Background: an optimization exercise with open tools, aiming at small area, a short achievable clock period and few clock cycles per item. Do not read the settings as production practice.
No functional check of the RTL was part of any run shown here.

==> flow/design.v (outline; a module is shown in full before it is edited, if it fits) <==
// module mul_fa: 10 lines
// module mul_ha: 9 lines
// module mul_benc: 12 lines
// module mul_bsel: 10 lines
// module mul_acc_nn: 1771 lines
module mul_acc_nn
#(
  parameter int WIDTH = 64,
  parameter int DIGIT = 4
) (
  input  logic               clk,
  input  logic               rst,
  input  logic               start,
  input  logic [WIDTH-1:0]   ina,
  input  logic [WIDTH-1:0]   inb,
  input  logic               acc_en,
  input  logic [2*WIDTH-1:0] acc_in,
  output logic [2*WIDTH-1:0] result,
  output logic               carry,
  output logic               busy,
  output logic               done,
  output logic               ready_n
);
  // ...
==> flow/flow/run.sh <==
#!/bin/bash
# The standard layout (standard.sh), with three changes to how it is made:
#  - after synthesis, flow/downsize.tcl swaps the Booth select AOI cells to single drive;
#  - timing repair aims at a setup slack of SETUP_SLACK_MARGIN ns against the 11 ns clock,
#    so the resizer works toward a shorter period than the clock's;
#  - the ports are buffered by sky130_fd_sc_hd__buf_1 instead of the default delay buffer.
# The clock, the SDC and every other setting are the standard ones.  The make output goes
# to flow.log here; each ORFS step writes its own log under orfs/logs/.
set -euo pipefail
bash standard.sh SETUP_SLACK_MARGIN=7.2 \
  POST_SYNTH_TCL="$PWD/flow/downsize.tcl" \
  BUFFER_PORTS_ARGS="-buffer_cell sky130_fd_sc_hd__buf_1" finish > flow.log 2>&1
==> flow/flow/downsize.tcl <==
# Run after synthesis (POST_SYNTH_TCL): ABC maps the Booth select cell with a double-drive
# AOI; use the single-drive one.  Timing repair upsizes any instance that needs more.
set db [ord::get_db]
set from [$db findMaster sky130_fd_sc_hd__a22oi_2]
set to [$db findMaster sky130_fd_sc_hd__a22oi_1]
set n 0
foreach inst [[ord::get_db_block] getInsts] {
  if {[$inst getMaster] == $from} {
    $inst swapMaster $to
    incr n
  }
}
puts "downsize.tcl: $n a22oi_2 cells now a22oi_1"
==> flow/standard.sh <==
#!/bin/bash
# synth_recipe.tcl (not shown) runs the flow's synth.tcl, then flattens the netlist and writes it again
# the make line also repeats each setting of config.mk as NAME=value (left out here)
make -C /OpenROAD-flow-scripts/flow DESIGN_CONFIG=/design/flow/config.mk WORK_HOME=/design/flow/orfs CLKGATE_MAP_FILE= SYNTH_SCRIPT=/design/flow/synth_recipe.tcl "${@:-finish}"
==> flow/config.mk <==
export PLATFORM = sky130hd
export DESIGN_NAME = mul_acc_nn
export DESIGN_NICKNAME = mul_acc_nn
export VERILOG_FILES = /design/flow/design.v
export SDC_FILE = /design/flow/constraint.sdc
export NUM_CORES = 4
export LEC_CHECK = 0
export ABC_CLOCK_PERIOD_IN_PS = 3500
export CAP_MARGIN = 20
export CORE_MARGIN = 2
export CORE_UTILIZATION = 40
export PLACE_DENSITY = 0.6
export SLEW_MARGIN = 20
export SYNTH_HIERARCHICAL = 1
export SYNTH_MINIMUM_KEEP_SIZE = 0
==> flow/constraint.sdc <==
create_clock -name core_clock -period 11.0 [get_ports {clk}]
set_input_delay 2.2000 -clock core_clock [delete_from_list [all_inputs] [get_ports {clk}]]
set_output_delay 2.2000 -clock core_clock [all_outputs]
set_load 0.01 [all_outputs]
==> out/results.ini, run 1 <==
[final_layout]
seqCellArea_um2=9920
synthToLayoutAreaGrowth_pct=24.7
final_cell_mix=xnor2_1, a22oi_1, fa_1, buf_1, nand2_1
seq_share_pct=20.8
stdcell_count=5366
design.seq.count=391
clkCellAreaFrac_pct=3.99

[sta]
slew_violations=0
setup_ws_ns=6.97
fin_crit_ns=4.03
min_period_over_period_pct=36.6

[floorplan]
die_h_um=313

[run_status]
status=no timing/DRC/antenna violations

[worst_setup_path]
crit_cells=10
path_delay_family=adder cells
worstPathArrival_ns=4.59
crit_slowest_cell=dfrtp_4

[route]
wirelength_mm=198
highest_layer=met5
ant_nets=0

[clock_network]
cts_max_level=2
postCtsSetupBuffers=211
cts_root_buf=clkbuf_16
clk_pin_slew_ns=0.07

[global_route]
use_met2_pct=54.3

[placed_design]
placed_cells=5016

[run]
drv_cap=0

==> inputs of run 2 (changes only) <==
--- a/flow/design.v
+++ b/flow/design.v
@@ -54,16 +54,17 @@
   output logic [2*WIDTH-1:0] result,
   output logic               carry,
   output logic               busy,
   output logic               done,
   output logic               ready_n
 );
   localparam int K  = 16;
   localparam int NS = 4;
+  localparam int RK = 16;
   localparam int ND = 8;
   localparam int SW = 68;
   localparam int XW = 84;
   localparam int CW = 3;
   logic          accept;
   logic          resolve;
   logic [CW-1:0] cnt;
   logic [63:0]   a_q;       
@@ -73,18 +74,19 @@
   logic [SW-1:0] c_q;       
   logic [K-1:0]  ls_q;      
   logic [K-1:0]  lc_q;      
   logic          ci_q;      
   logic [ND-1:0] bneg_q, bone_q, btwo_q;   
   logic          b63_q;     
   logic [ND-1:0] nneg, none, ntwo;
   logic [K:0]    eb;
-  logic [K-1:0]  kr, ka;    
-  logic [64+K+1:0] rx, ax;
+  logic [K-1:0]  kr_q, ka_q;   
+  logic [K:0]    ebmask;    
+  logic [64+2*K+1:0] rx, ax;
   logic [XW-1:0] xs, ys;
   logic [65:0] brow0;
   logic [65:0] brow1;
   logic [65:0] brow2;
   logic [65:0] brow3;
   logic [65:0] brow4;
   logic [65:0] brow5;
   logic [65:0] brow6;
@@ -641,21 +643,20 @@
   logic f549_s, f549_c;
   logic f550_s, f550_c;
   logic k551_s, k551_c;
   logic h552_s, h552_c;
   logic k553_s, k553_c;
   logic h554_s, h554_c;
   assign accept  = start & ~busy;
   assign resolve = busy & (cnt == CW'(NS));
-  assign eb = busy ? l_q[2*K-1:K-1] : {inb[K-1:0], 1'b0};
-  assign rx = {(K+2)'(0), r_q};
-  assign ax = {(K+2)'(0), a_q};
-  assign kr = rx[K*cnt+2 +: K];
-  assign ka = ax[K*cnt+2 +: K] & {K{b63_q}};
+  assign eb = busy ? (l_q[2*K-1:K-1] & ebmask) : {inb[K-1:0], 1'b0};
+  assign rx = {(2*K+2)'(0), r_q};
+  assign ax = {(2*K+2)'(0), a_q};
+  assign ebmask = (cnt == CW'(NS - 2)) ? (K+1)'({(K+1){1'b1}} >> 0) : '1;
   mul_benc u_be0 (.b1(eb[2]), .b0(eb[1]), .bm(eb[0]), .one(none[0]), .two(ntwo[0]), .neg(nneg[0]));
   assign brow0[65] = ~bneg_q[0];
   mul_bsel u_bs0_0 (.a1(a_q[0]), .a0(1'b0), .one(bone_q[0]), .two(btwo_q[0]), .neg(bneg_q[0]), .p(brow0[0]));
   mul_bsel u_bs0_1 (.a1(a_q[1]), .a0(a_q[0]), .one(bone_q[0]), .two(btwo_q[0]), .neg(bneg_q[0]), .p(brow0[1]));
   mul_bsel u_bs0_2 (.a1(a_q[2]), .a0(a_q[1]), .one(bone_q[0]), .two(btwo_q[0]), .neg(bneg_q[0]), .p(brow0[2]));
   mul_bsel u_bs0_3 (.a1(a_q[3]), .a0(a_q[2]), .one(bone_q[0]), .two(btwo_q[0]), .neg(bneg_q[0]), .p(brow0[3]));
   mul_bsel u_bs0_4 (.a1(a_q[4]), .a0(a_q[3]), .one(bone_q[0]), .two(btwo_q[0]), .neg(bneg_q[0]), .p(brow0[4]));
   mul_bsel u_bs0_5 (.a1(a_q[5]), .a0(a_q[4]), .one(bone_q[0]), .two(btwo_q[0]), .neg(bneg_q[0]), .p(brow0[5]));
@@ -1656,112 +1657,112 @@
   mul_fa u_fa465 (.a(k464_s), .b(brow0[65]), .c(brow1[63]), .s(f465_s), .co(f465_c));
   mul_fa u_fa466 (.a(brow2[61]), .b(brow3[59]), .c(brow4[57]), .s(f466_s), .co(f466_c));
   mul_fa u_fa467 (.a(brow5[55]), .b(brow6[53]), .c(brow7[51]), .s(f467_s), .co(f467_c));
   mul_fa u_fa468 (.a(f456_c), .b(f457_c), .c(f458_c), .s(f468_s), .co(f468_c));
   mul_fa u_fa469 (.a(f465_s), .b(f466_s), .c(f467_s), .s(f469_s), .co(f469_c));
   mul_fa u_fa470 (.a(f459_c), .b(f460_c), .c(f468_s), .s(f470_s), .co(f470_c));
   mul_fa u_fa471 (.a(f469_s), .b(f461_c), .c(f470_s), .s(f471_s), .co(f471_c));
   mul_ha u_ha472 (.a(f462_c), .b(f471_s), .s(h472_s), .co(h472_c));
-  mul_fa u_fa473 (.a(s_q[66]), .b(c_q[66]), .c(kr[0]), .s(f473_s), .co(f473_c));
-  mul_fa u_fa474 (.a(ka[0]), .b(k464_c), .c(brow1[64]), .s(f474_s), .co(f474_c));
-  mul_fa u_fa475 (.a(brow2[62]), .b(brow3[60]), .c(brow4[58]), .s(f475_s), .co(f475_c));
-  mul_fa u_fa476 (.a(brow5[56]), .b(brow6[54]), .c(brow7[52]), .s(f476_s), .co(f476_c));
-  mul_fa u_fa477 (.a(f473_s), .b(f465_c), .c(f466_c), .s(f477_s), .co(f477_c));
-  mul_fa u_fa478 (.a(f467_c), .b(f474_s), .c(f475_s), .s(f478_s), .co(f478_c));
+  mul_fa u_fa473 (.a(s_q[66]), .b(c_q[66]), .c(kr_q[0]), .s(f473_s), .co(f473_c));
+  mul_fa u_fa474 (.a(ka_q[0]), .b(k464_c), .c(f473_s), .s(f474_s), .co(f474_c));
+  mul_fa u_fa475 (.a(brow1[64]), .b(brow2[62]), .c(brow3[60]), .s(f475_s), .co(f475_c));
+  mul_fa u_fa476 (.a(brow4[58]), .b(brow5[56]), .c(brow6[54]), .s(f476_s), .co(f476_c));
+  mul_fa u_fa477 (.a(brow7[52]), .b(f474_s), .c(f465_c), .s(f477_s), .co(f477_c));
+  mul_fa u_fa478 (.a(f466_c), .b(f467_c), .c(f475_s), .s(f478_s), .co(f478_c));
   mul_fa u_fa479 (.a(f476_s), .b(f468_c), .c(f469_c), .s(f479_s), .co(f479_c));
   mul_fa u_fa480 (.a(f477_s), .b(f478_s), .c(f470_c), .s(f480_s), .co(f480_c));
   mul_fa u_fa481 (.a(f479_s), .b(f471_c), .c(f480_s), .s(f481_s), .co(f481_c));
-  mul_fa u_fa482 (.a(s_q[67]), .b(c_q[67]), .c(kr[1]), .s(f482_s), .co(f482_c));
-  mul_fa u_fa483 (.a(ka[1]), .b(brow1[65]), .c(brow2[63]), .s(f483_s), .co(f483_c));
-  mul_fa u_fa484 (.a(brow3[61]), .b(brow4[59]), .c(brow5[57]), .s(f484_s), .co(f484_c));
-  mul_fa u_fa485 (.a(brow6[55]), .b(brow7[53]), .c(f473_c), .s(f485_s), .co(f485_c));
-  mul_fa u_fa486 (.a(f482_s), .b(f474_c), .c(f475_c), .s(f486_s), .co(f486_c));
-  mul_fa u_fa487 (.a(f476_c), .b(f483_s), .c(f484_s), .s(f487_s), .co(f487_c));
-  mul_fa u_fa488 (.a(f485_s), .b(f477_c), .c(f478_c), .s(f488_s), .co(f488_c));
-  mul_fa u_fa489 (.a(f486_s), .b(f487_s), .c(f479_c), .s(f489_s), .co(f489_c));
+  mul_fa u_fa482 (.a(s_q[67]), .b(c_q[67]), .c(kr_q[1]), .s(f482_s), .co(f482_c));
+  mul_fa u_fa483 (.a(ka_q[1]), .b(f473_c), .c(f482_s), .s(f483_s), .co(f483_c));
+  mul_fa u_fa484 (.a(brow1[65]), .b(brow2[63]), .c(brow3[61]), .s(f484_s), .co(f484_c));
+  mul_fa u_fa485 (.a(brow4[59]), .b(brow5[57]), .c(brow6[55]), .s(f485_s), .co(f485_c));
+  mul_fa u_fa486 (.a(brow7[53]), .b(f474_c), .c(f483_s), .s(f486_s), .co(f486_c));
+  mul_fa u_fa487 (.a(f475_c), .b(f476_c), .c(f484_s), .s(f487_s), .co(f487_c));
+  mul_fa u_fa488 (.a(f485_s), .b(f486_s), .c(f477_c), .s(f488_s), .co(f488_c));
+  mul_fa u_fa489 (.a(f478_c), .b(f487_s), .c(f479_c), .s(f489_s), .co(f489_c));
   mul_fa u_fa490 (.a(f488_s), .b(f480_c), .c(f489_s), .s(f490_s), .co(f490_c));
-  assign k491_s = ~(kr[2] ^ ka[2]);
-  assign k491_c = kr[2] | ka[2];
-  mul_fa u_fa492 (.a(k491_s), .b(brow2[64]), .c(brow3[62]), .s(f492_s), .co(f492_c));
-  mul_fa u_fa493 (.a(brow4[60]), .b(brow5[58]), .c(brow6[56]), .s(f493_s), .co(f493_c));
-  mul_fa u_fa494 (.a(brow7[54]), .b(f482_c), .c(f483_c), .s(f494_s), .co(f494_c));
+  assign k491_s = ~(kr_q[2] ^ ka_q[2]);
+  assign k491_c = kr_q[2] | ka_q[2];
+  mul_fa u_fa492 (.a(k491_s), .b(f482_c), .c(brow2[64]), .s(f492_s), .co(f492_c));
+  mul_fa u_fa493 (.a(brow3[62]), .b(brow4[60]), .c(brow5[58]), .s(f493_s), .co(f493_c));
+  mul_fa u_fa494 (.a(brow6[56]), .b(brow7[54]), .c(f483_c), .s(f494_s), .co(f494_c));
   mul_fa u_fa495 (.a(f484_c), .b(f485_c), .c(f492_s), .s(f495_s), .co(f495_c));
-  mul_fa u_fa496 (.a(f493_s), .b(f486_c), .c(f487_c), .s(f496_s), .co(f496_c));
-  mul_fa u_fa497 (.a(f494_s), .b(f495_s), .c(f488_c), .s(f497_s), .co(f497_c));
-  mul_fa u_fa498 (.a(f496_s), .b(f489_c), .c(f497_s), .s(f498_s), .co(f498_c));
-  mul_fa u_fa499 (.a(kr[3]), .b(ka[3]), .c(k491_c), .s(f499_s), .co(f499_c));
+  mul_fa u_fa496 (.a(f493_s), .b(f486_c), .c(f494_s), .s(f496_s), .co(f496_c));
+  mul_fa u_fa497 (.a(f487_c), .b(f495_s), .c(f496_s), .s(f497_s), .co(f497_c));
+  mul_fa u_fa498 (.a(f488_c), .b(f497_s), .c(f489_c), .s(f498_s), .co(f498_c));
+  mul_fa u_fa499 (.a(kr_q[3]), .b(ka_q[3]), .c(k491_c), .s(f499_s), .co(f499_c));
   mul_fa u_fa500 (.a(brow2[65]), .b(brow3[63]), .c(brow4[61]), .s(f500_s), .co(f500_c));
   mul_fa u_fa501 (.a(brow5[59]), .b(brow6[57]), .c(brow7[55]), .s(f501_s), .co(f501_c));
   mul_fa u_fa502 (.a(f499_s), .b(f492_c), .c(f493_c), .s(f502_s), .co(f502_c));
   mul_fa u_fa503 (.a(f500_s), .b(f501_s), .c(f494_c), .s(f503_s), .co(f503_c));
   mul_fa u_fa504 (.a(f495_c), .b(f502_s), .c(f496_c), .s(f504_s), .co(f504_c));
   mul_fa u_fa505 (.a(f503_s), .b(f497_c), .c(f504_s), .s(f505_s), .co(f505_c));
-  assign k506_s = ~(kr[4] ^ ka[4]);
-  assign k506_c = kr[4] | ka[4];
+  assign k506_s = ~(kr_q[4] ^ ka_q[4]);
+  assign k506_c = kr_q[4] | ka_q[4];
   mul_fa u_fa507 (.a(k506_s), .b(brow3[64]), .c(brow4[62]), .s(f507_s), .co(f507_c));
   mul_fa u_fa508 (.a(brow5[60]), .b(brow6[58]), .c(brow7[56]), .s(f508_s), .co(f508_c));
   mul_fa u_fa509 (.a(f499_c), .b(f500_c), .c(f501_c), .s(f509_s), .co(f509_c));
   mul_fa u_fa510 (.a(f507_s), .b(f508_s), .c(f502_c), .s(f510_s), .co(f510_c));
   mul_fa u_fa511 (.a(f509_s), .b(f503_c), .c(f510_s), .s(f511_s), .co(f511_c));
   mul_ha u_ha512 (.a(f504_c), .b(f511_s), .s(h512_s), .co(h512_c));
-  mul_fa u_fa513 (.a(kr[5]), .b(ka[5]), .c(k506_c), .s(f513_s), .co(f513_c));
+  mul_fa u_fa513 (.a(kr_q[5]), .b(ka_q[5]), .c(k506_c), .s(f513_s), .co(f513_c));
   mul_fa u_fa514 (.a(brow3[65]), .b(brow4[63]), .c(brow5[61]), .s(f514_s), .co(f514_c));
   mul_fa u_fa515 (.a(brow6[59]), .b(brow7[57]), .c(f513_s), .s(f515_s), .co(f515_c));
   mul_fa u_fa516 (.a(f507_c), .b(f508_c), .c(f514_s), .s(f516_s), .co(f516_c));
   mul_fa u_fa517 (.a(f515_s), .b(f509_c), .c(f516_s), .s(f517_s), .co(f517_c));
   mul_fa u_fa518 (.a(f510_c), .b(f517_s), .c(f511_c), .s(f518_s), .co(f518_c));
-  assign k519_s = ~(kr[6] ^ ka[6]);
-  assign k519_c = kr[6] | ka[6];
+  assign k519_s = ~(kr_q[6] ^ ka_q[6]);
+  assign k519_c = kr_q[6] | ka_q[6];
   mul_fa u_fa520 (.a(k519_s), .b(brow4[64]), .c(brow5[62]), .s(f520_s), .co(f520_c));
   mul_fa u_fa521 (.a(brow6[60]), .b(brow7[58]), .c(f513_c), .s(f521_s), .co(f521_c));
   mul_fa u_fa522 (.a(f514_c), .b(f520_s), .c(f515_c), .s(f522_s), .co(f522_c));
   mul_fa u_fa523 (.a(f521_s), .b(f516_c), .c(f522_s), .s(f523_s), .co(f523_c));
   mul_ha u_ha524 (.a(f517_c), .b(f523_s), .s(h524_s), .co(h524_c));
-  mul_fa u_fa525 (.a(kr[7]), .b(ka[7]), .c(k519_c), .s(f525_s), .co(f525_c));
+  mul_fa u_fa525 (.a(kr_q[7]), .b(ka_q[7]), .c(k519_c), .s(f525_s), .co(f525_c));
   mul_fa u_fa526 (.a(brow4[65]), .b(brow5[63]), .c(brow6[61]), .s(f526_s), .co(f526_c));
   mul_fa u_fa527 (.a(brow7[59]), .b(f525_s), .c(f520_c), .s(f527_s), .co(f527_c));
   mul_fa u_fa528 (.a(f526_s), .b(f521_c), .c(f527_s), .s(f528_s), .co(f528_c));
   mul_fa u_fa529 (.a(f522_c), .b(f528_s), .c(f523_c), .s(f529_s), .co(f529_c));
-  assign k530_s = ~(kr[8] ^ ka[8]);
-  assign k530_c = kr[8] | ka[8];
+  assign k530_s = ~(kr_q[8] ^ ka_q[8]);
+  assign k530_c = kr_q[8] | ka_q[8];
   mul_fa u_fa531 (.a(k530_s), .b(brow5[64]), .c(brow6[62]), .s(f531_s), .co(f531_c));
   mul_fa u_fa532 (.a(brow7[60]), .b(f525_c), .c(f526_c), .s(f532_s), .co(f532_c));
   mul_fa u_fa533 (.a(f531_s), .b(f527_c), .c(f532_s), .s(f533_s), .co(f533_c));
   mul_ha u_ha534 (.a(f528_c), .b(f533_s), .s(h534_s), .co(h534_c));
-  mul_fa u_fa535 (.a(kr[9]), .b(ka[9]), .c(k530_c), .s(f535_s), .co(f535_c));
+  mul_fa u_fa535 (.a(kr_q[9]), .b(ka_q[9]), .c(k530_c), .s(f535_s), .co(f535_c));
   mul_fa u_fa536 (.a(brow5[65]), .b(brow6[63]), .c(brow7[61]), .s(f536_s), .co(f536_c));
   mul_fa u_fa537 (.a(f535_s), .b(f531_c), .c(f536_s), .s(f537_s), .co(f537_c));
   mul_fa u_fa538 (.a(f532_c), .b(f537_s), .c(f533_c), .s(f538_s), .co(f538_c));
-  assign k539_s = ~(kr[10] ^ ka[10]);
-  assign k539_c = kr[10] | ka[10];
+  assign k539_s = ~(kr_q[10] ^ ka_q[10]);
+  assign k539_c = kr_q[10] | ka_q[10];
   mul_fa u_fa540 (.a(k539_s), .b(brow6[64]), .c(brow7[62]), .s(f540_s), .co(f540_c));
   mul_fa u_fa541 (.a(f535_c), .b(f536_c), .c(f540_s), .s(f541_s), .co(f541_c));
   mul_ha u_ha542 (.a(f537_c), .b(f541_s), .s(h542_s), .co(h542_c));
-  mul_fa u_fa543 (.a(kr[11]), .b(ka[11]), .c(k539_c), .s(f543_s), .co(f543_c));
+  mul_fa u_fa543 (.a(kr_q[11]), .b(ka_q[11]), .c(k539_c), .s(f543_s), .co(f543_c));
   mul_fa u_fa544 (.a(brow6[65]), .b(brow7[63]), .c(f543_s), .s(f544_s), .co(f544_c));
   mul_fa u_fa545 (.a(f540_c), .b(f544_s), .c(f541_c), .s(f545_s), .co(f545_c));
-  assign k546_s = ~(kr[12] ^ ka[12]);
-  assign k546_c = kr[12] | ka[12];
+  assign k546_s = ~(kr_q[12] ^ ka_q[12]);
+  assign k546_c = kr_q[12] | ka_q[12];
   mul_fa u_fa547 (.a(k546_s), .b(brow7[64]), .c(f543_c), .s(f547_s), .co(f547_c));
   mul_ha u_ha548 (.a(f544_c), .b(f547_s), .s(h548_s), .co(h548_c));
-  mul_fa u_fa549 (.a(kr[13]), .b(ka[13]), .c(k546_c), .s(f549_s), .co(f549_c));
+  mul_fa u_fa549 (.a(kr_q[13]), .b(ka_q[13]), .c(k546_c), .s(f549_s), .co(f549_c));
   mul_fa u_fa550 (.a(brow7[65]), .b(f549_s), .c(f547_c), .s(f550_s), .co(f550_c));
-  assign k551_s = ~(kr[14] ^ ka[14]);
-  assign k551_c = kr[14] | ka[14];
+  assign k551_s = ~(kr_q[14] ^ ka_q[14]);
+  assign k551_c = kr_q[14] | ka_q[14];
   mul_ha u_ha552 (.a(k551_s), .b(f549_c), .s(h552_s), .co(h552_c));
-  assign k553_s = ~(kr[15] ^ ka[15]);
-  assign k553_c = kr[15] | ka[15];
+  assign k553_s = ~(kr_q[15] ^ ka_q[15]);
+  assign k553_c = kr_q[15] | ka_q[15];
   mul_ha u_ha554 (.a(k551_c), .b(k553_s), .s(h554_s), .co(h554_c));
-  assign xs = {1'b0, k553_c, h554_s, h552_s, h548_c, h548_s, h542_c, h542_s, h534_c, h534_s, h524_c, h524_s, h512_c, h512_s, f498_c, f490_c, f481_c, h472_c, h472_s, f455_c, f447_c, f439_c, f431_c, f423_c, f415_c, f407_c, f399_c, f391_c, f383_c, f375_c, f367_c, f359_c, f351_c, f343_c, f335_c, f327_c, f319_c, f311_c, f303_c, f295_c, f287_c, f279_c, f271_c, f263_c, f255_c, f247_c, f239_c, f231_c, f223_c, f215_c, f207_c, f199_c, f191_c, f183_c, f175_c, f167_c, f159_c, f151_c, f143_c, f135_c, f127_c, f119_c, f111_c, f103_c, f95_c, f87_c, f79_c, f78_s, f63_c, f55_c, f48_c, f41_c, f35_c, f34_s, f24_c, f19_c, f15_c, f14_s, f8_c, f5_c, f4_s, f1_c, f0_c, brow0[0]};
-  assign ys = {1'b0, h554_c, h552_c, f550_c, f550_s, f545_c, f545_s, f538_c, f538_s, f529_c, f529_s, f518_c, f518_s, f505_c, f505_s, f498_s, f490_s, f481_s, f463_c, f463_s, f455_s, f447_s, f439_s, f431_s, f423_s, f415_s, f407_s, f399_s, f391_s, f383_s, f375_s, f367_s, f359_s, f351_s, f343_s, f335_s, f327_s, f319_s, f311_s, f303_s, f295_s, f287_s, f279_s, f271_s, f263_s, f255_s, f247_s, f239_s, f231_s, f223_s, f215_s, f207_s, f199_s, f191_s, f183_s, f175_s, f167_s, f159_s, f151_s, f143_s, f135_s, f127_s, f119_s, f111_s, f103_s, f95_s, f87_s, f79_s, f71_s, f63_s, f55_s, f48_s, f41_s, f35_s, f29_s, f24_s, f19_s, f15_s, f11_s, f8_s, f5_s, f3_s, f1_s, f0_s};
+  assign xs = {1'b0, k553_c, h554_s, h552_s, h548_c, h548_s, h542_c, h542_s, h534_c, h534_s, h524_c, h524_s, h512_c, f505_c, f505_s, f490_c, f481_c, h472_c, h472_s, f455_c, f447_c, f439_c, f431_c, f423_c, f415_c, f407_c, f399_c, f391_c, f383_c, f375_c, f367_c, f359_c, f351_c, f343_c, f335_c, f327_c, f319_c, f311_c, f303_c, f295_c, f287_c, f279_c, f271_c, f263_c, f255_c, f247_c, f239_c, f231_c, f223_c, f215_c, f207_c, f199_c, f191_c, f183_c, f175_c, f167_c, f159_c, f151_c, f143_c, f135_c, f127_c, f119_c, f111_c, f103_c, f95_c, f87_c, f79_c, f78_s, f63_c, f55_c, f48_c, f41_c, f35_c, f34_s, f24_c, f19_c, f15_c, f14_s, f8_c, f5_c, f4_s, f1_c, f0_c, brow0[0]};
+  assign ys = {1'b0, h554_c, h552_c, f550_c, f550_s, f545_c, f545_s, f538_c, f538_s, f529_c, f529_s, f518_c, f518_s, h512_s, f498_c, f498_s, f490_s, f481_s, f463_c, f463_s, f455_s, f447_s, f439_s, f431_s, f423_s, f415_s, f407_s, f399_s, f391_s, f383_s, f375_s, f367_s, f359_s, f351_s, f343_s, f335_s, f327_s, f319_s, f311_s, f303_s, f295_s, f287_s, f279_s, f271_s, f263_s, f255_s, f247_s, f239_s, f231_s, f223_s, f215_s, f207_s, f199_s, f191_s, f183_s, f175_s, f167_s, f159_s, f151_s, f143_s, f135_s, f127_s, f119_s, f111_s, f103_s, f95_s, f87_s, f79_s, f71_s, f63_s, f55_s, f48_s, f41_s, f35_s, f29_s, f24_s, f19_s, f15_s, f11_s, f8_s, f5_s, f3_s, f1_s, f0_s};
   logic [K:0] fin;
   assign fin = {1'b0, ls_q} + {1'b0, lc_q} + (K+1)'(ci_q);
-  logic [64+K:0] z;
-  assign z = {s_q[64:0], ls_q} + {c_q[64:0], lc_q} + (65+K)'(ci_q);
+  logic [64+RK:0] z;
+  assign z = {s_q[64:0], ls_q} + {c_q[64:0], lc_q} + (65+RK)'(ci_q);
   assign result = {r_q, l_q};
   always_ff @(posedge clk or posedge rst) begin
     if (rst) begin
       cnt     <= '0;
       busy    <= 1'b0;
       done    <= 1'b0;
       ready_n <= 1'b1;
     end else begin
@@ -1780,33 +1781,41 @@
     end
   end
   always_ff @(posedge clk) begin
     bneg_q <= nneg;
     bone_q <= none;
     btwo_q <= ntwo;
     if (!busy) begin
       a_q   <= ina;
+      kr_q  <= acc_en ? acc_in[64+2 +: K] : '0;
+      ka_q  <= ina[2 +: K] & {K{inb[63]}};
       b63_q <= inb[63];
       s_q   <= acc_en ? SW'(acc_in[65:0]) : '0;
       c_q   <= SW'({1'b1, ina[1:0] & {2{inb[63]}}}) << 64;
       ls_q <= '0;
       lc_q <= '0;
       ci_q <= 1'b0;
     end else begin
+      kr_q <= rx[K*cnt+K+2 +: K];
+      ka_q <= ax[K*cnt+K+2 +: K] & {K{b63_q}};
       s_q  <= xs[XW-1:K];
       c_q  <= ys[XW-1:K];
       ls_q <= xs[K-1:0];
       lc_q <= ys[K-1:0];
       ci_q <= fin[K];
     end
     if (accept) begin
       l_q <= inb;
       r_q <= acc_en ? acc_in[127:64] : '0;
     end else if (busy) begin
-      l_q <= {fin[K-1:0], l_q[63:K]};
       if (resolve) begin
-        r_q   <= z[K+63:K];
-        carry <= z[64+K];
+        l_q <= {fin[RK-1:0], l_q[63:RK]};
+      end else begin
+        l_q <= {fin[K-1:0], l_q[63:K]};
+      end
+      if (resolve) begin
+        r_q   <= z[RK+63:RK];
+        carry <= z[64+RK];
       end
     end
   end
 endmodule
==> run 2 against run 1 <==
Still clean on timing, DRC and antenna; cell count increased by 2.9%; clock skew decreased by 0.0070 ns; global-route usage decreased by 1.1 points; hold slack improved by 0.035 ns; synthesized cell count increased by 4.2%; core utilization decreased by 0.18 points.
==> out/results.ini, run 2 <==
[placed_design]
hpwl_mm=127  ; was 121 mm
placed_cells=5137  ; was 5016
place.port_buffers=391  ; unchanged
dp_slack_ns=6.06  ; was 6.15 ns
finalWeightedCongestion=1.01  ; was 1.03

[worst_setup_path]
crit_chain=buf_1, nand2_8, a21oi_1  ; was buf_4, buf_4, mux4_2, nor2b_1, fa_1, fa_2, fa_2, fa_1, fa_2, and2_1
endpoint=l_q[58]  ; was c_q[53]
r2r_cells=12  ; was 10
crit_required_ns=11.37  ; was 11.56 ns
criticalPathCategory=input pin to flop  ; was flop to flop
r2r_slack_ns=7.14  ; was 6.97 ns
critPathBufInv=1  ; was 2
r2r-end=r_q[46]  ; was c_q[53]
path_delay_family=compound AO/OA/AOI/OAI gates  ; was adder cells
cpPeakStageDelay_ns=0.72  ; was 0.51 ns
crit_path_start_kind=input pin  ; was flop
crit_cells=3  ; was 10
end_kind=flop  ; unchanged
worst-path-max-fanout=80  ; was 3
critPathLaunch=start  ; was cnt[0]
r2r_start=ls_q[0]  ; was cnt[0]
worstPathArrival_ns=4.26  ; was 4.59 ns
crit_slowest_cell=a21oi_1  ; was dfrtp_4

[sta]
hold_viol_final=0  ; unchanged
slew_violations=0  ; unchanged
skew_ns=0.0307  ; was 0.0377 ns
fmax_mhz=257  ; was 248 MHz
hold-worst-slack_ns=0.547  ; was 0.512 ns
setup_ws_ns=7.11  ; was 6.97 ns
slew_headroom_pct=28.0  ; was 28.9%
tightestPinTransition_ns=1.05  ; was 1.07 ns
fin_crit_ns=3.89  ; was 4.03 ns
min_period_over_period_pct=35.3  ; was 36.6%
finalSetupTns_ns=0  ; unchanged
rsz0062_at_grt=yes  ; unchanged
setup_viol=0  ; unchanged

[synthesis]
ys_warn_count=7  ; unchanged
synth_area_per_cell_um2=11.1  ; was 11.3 um2
synth.cell_area_um2=39300  ; was 38200 um2
postSynthCellCount=3536  ; was 3392

[final_layout]
mostFrequentLayoutCell=xnor2_1  ; unchanged
largest_registers=c_q (67), s_q (67)  ; unchanged
num-fill-cells=8892  ; was 8621
num-nets-final=5095  ; was 4954
synthToLayoutAreaGrowth_pct=23.8  ; was 24.7%
final_cell_mix=xnor2_1, a22oi_1, fa_1, buf_1, nand2_1  ; unchanged
stdcell_count=5523  ; was 5366
drive_gt1_share_pct=13.1  ; was 14.5%

[clock_network]
clk_pin_slew_ns=0.06  ; was 0.07 ns
cts_max_level=2  ; unchanged
cts_root_buf=clkbuf_16  ; unchanged
clock-sinks=423  ; was 391
cts_tree=yes  ; unchanged
clock_latency_ns=0.67  ; was 0.69 ns
cts-hold-fix-buffers=0  ; unchanged
clock_path_buffers=3  ; unchanged
cts_made_buffers=54  ; was 51

[global_route]
grt_pass1_vias=34200  ; was 33800
grt_max_degree=91  ; was 110
grt_pass1_wl_mm=254  ; was 255 mm
antenna_found_initial=12  ; unchanged
grt-ovfl-total=0  ; unchanged
grt_use_total_pct=35.8  ; was 36.9%

[route]
via_count=35300  ; was 34800
wl_per_cell_um=35.9  ; was 37.0 um
ant_nets=0  ; unchanged
drc=0  ; unchanged
vias_per_cell=6.40  ; was 6.48
wirelength_mm=198  ; about the same
drt-pass1-iter-count=6  ; unchanged
drt_iter0_drc=5224  ; was 5481

[floorplan]
die_w_um=317  ; was 313 um
core_area_um2=97000  ; was 94900 um2
fp-row-count=114  ; was 113
io_pins=392  ; unchanged
die_area_um2=101000  ; was 98100 um2
initial_core_util_pct=40.5  ; was 40.3%
die_h_um=317  ; was 313 um

[worst_hold_path]
worstHoldPathType=flop to flop  ; unchanged

[run_status]
status=no timing/DRC/antenna violations  ; unchanged

[run]
drv_cap=0  ; unchanged

[run 2: worst min path at each step]
| stage | end | slack (ns) | startpoint | cells after the start |
|---|---|---|---|---|
| global route | ready_n | 0.55 | ready_n | 2 |
| CTS | s_q[66] | 0.55 | ka_q[15] | 3 |
| detailed placement | l_q[26] | 0.53 | l_q[42] | 2 |
| global placement | l_q[35] | 0.53 | l_q[51] | 2 |
| finish | s_q[66] | 0.55 | ka_q[15] | 3 |
| floorplan | ready_n | 0.46 | ready_n | 2 |
[run 2: area by class of cell]
class / count / area (um2) / area share [%]
clock buffers: 69 / 1580 / 3.24
diodes: 5 / 12.5 / 0.0258
clock inverters: 32 / 322 / 0.662
flip-flops and latches: 423 / 10500 / 21.7
multi-input cells: 2943 / 28500 / 58.8
well taps: 1276 / 1600 / 3.29
inverters: 70 / 268 / 0.551
repair buffers: 705 / 5730 / 11.8
[run 2: per-layer routing]
layer	GRT usage [%]	part of all wire, %	vias up
met3	10.8	14	640
met4	17.9	7.5	12
met2	53.4	42	2927
met1	47.3	37	17700
li1	-	-	14100
met5	0	0.073	-
[run 2: worst register-to-register path: stages (launching register included)]
cell and delay (ns):
dfxtp_2 0.32, fa_2 0.40, fa_2 0.37, a211o_4 0.37, a211o_1 0.36, nand3_2 0.08, a21o_1 0.22, a21oi_4 0.12
o311a_4 0.35, a21oi_4 0.24, o21bai_4 0.12, xnor2_1 0.49, o21ai_0 0.16
[run 2: per-stage QoR]
step / instance area [um2] / util [%]
2_1_floorplan: 39400 / -
3_5_place_dp: 42200 / 43.5
5_1_grt: 48600 / 50.1
6_report: 48600 / 50.1
3_3_place_gp: 42200 / 43.5
4_1_cts: 47200 / 48.7
[run 2: what timing repair did]
item / in CTS / in global routing
setup buffers: 215 / 32
endpoints found under the setup margin: 315 / 154
pin swaps: 11 / 25
gates cloned: 3 / 29
resized for setup: 104 / 75

==> what the ideal ports hide <==
The flow's constraints put no driver on any port. The routed layouts listed below were extracted and timed again, unchanged, in two steps. Step 1, drivers: a clkbuf_16 drives clk and a buf_2 each remaining input, both assumed. Step 2 times the ports against the registers' clock, not the clock port: input delays grow and output delays shrink by t, the midpoint of the rising clock arrivals with the driver on. Three values: ideal, step 1, step 2; two values: the first two.
| run | t, ns | setup WS [ns] | worst setup path at the end | slew at the worst register clock pin (ns) |
|---|---|---|---|---|
| run 1 | 0.745 | 6.974 / 6.974 / 6.451 | input to register | 0.07 / 0.07 |
| run 2 | 0.729 | 7.112 / 7.097 / 6.427 | input to register | 0.07 / 0.07 |
After both steps every run listed still meets setup and hold. For run 2, which loses most, drivers alone change the setup slack by -0.015 ns; drivers and shift together by -0.685 ns.
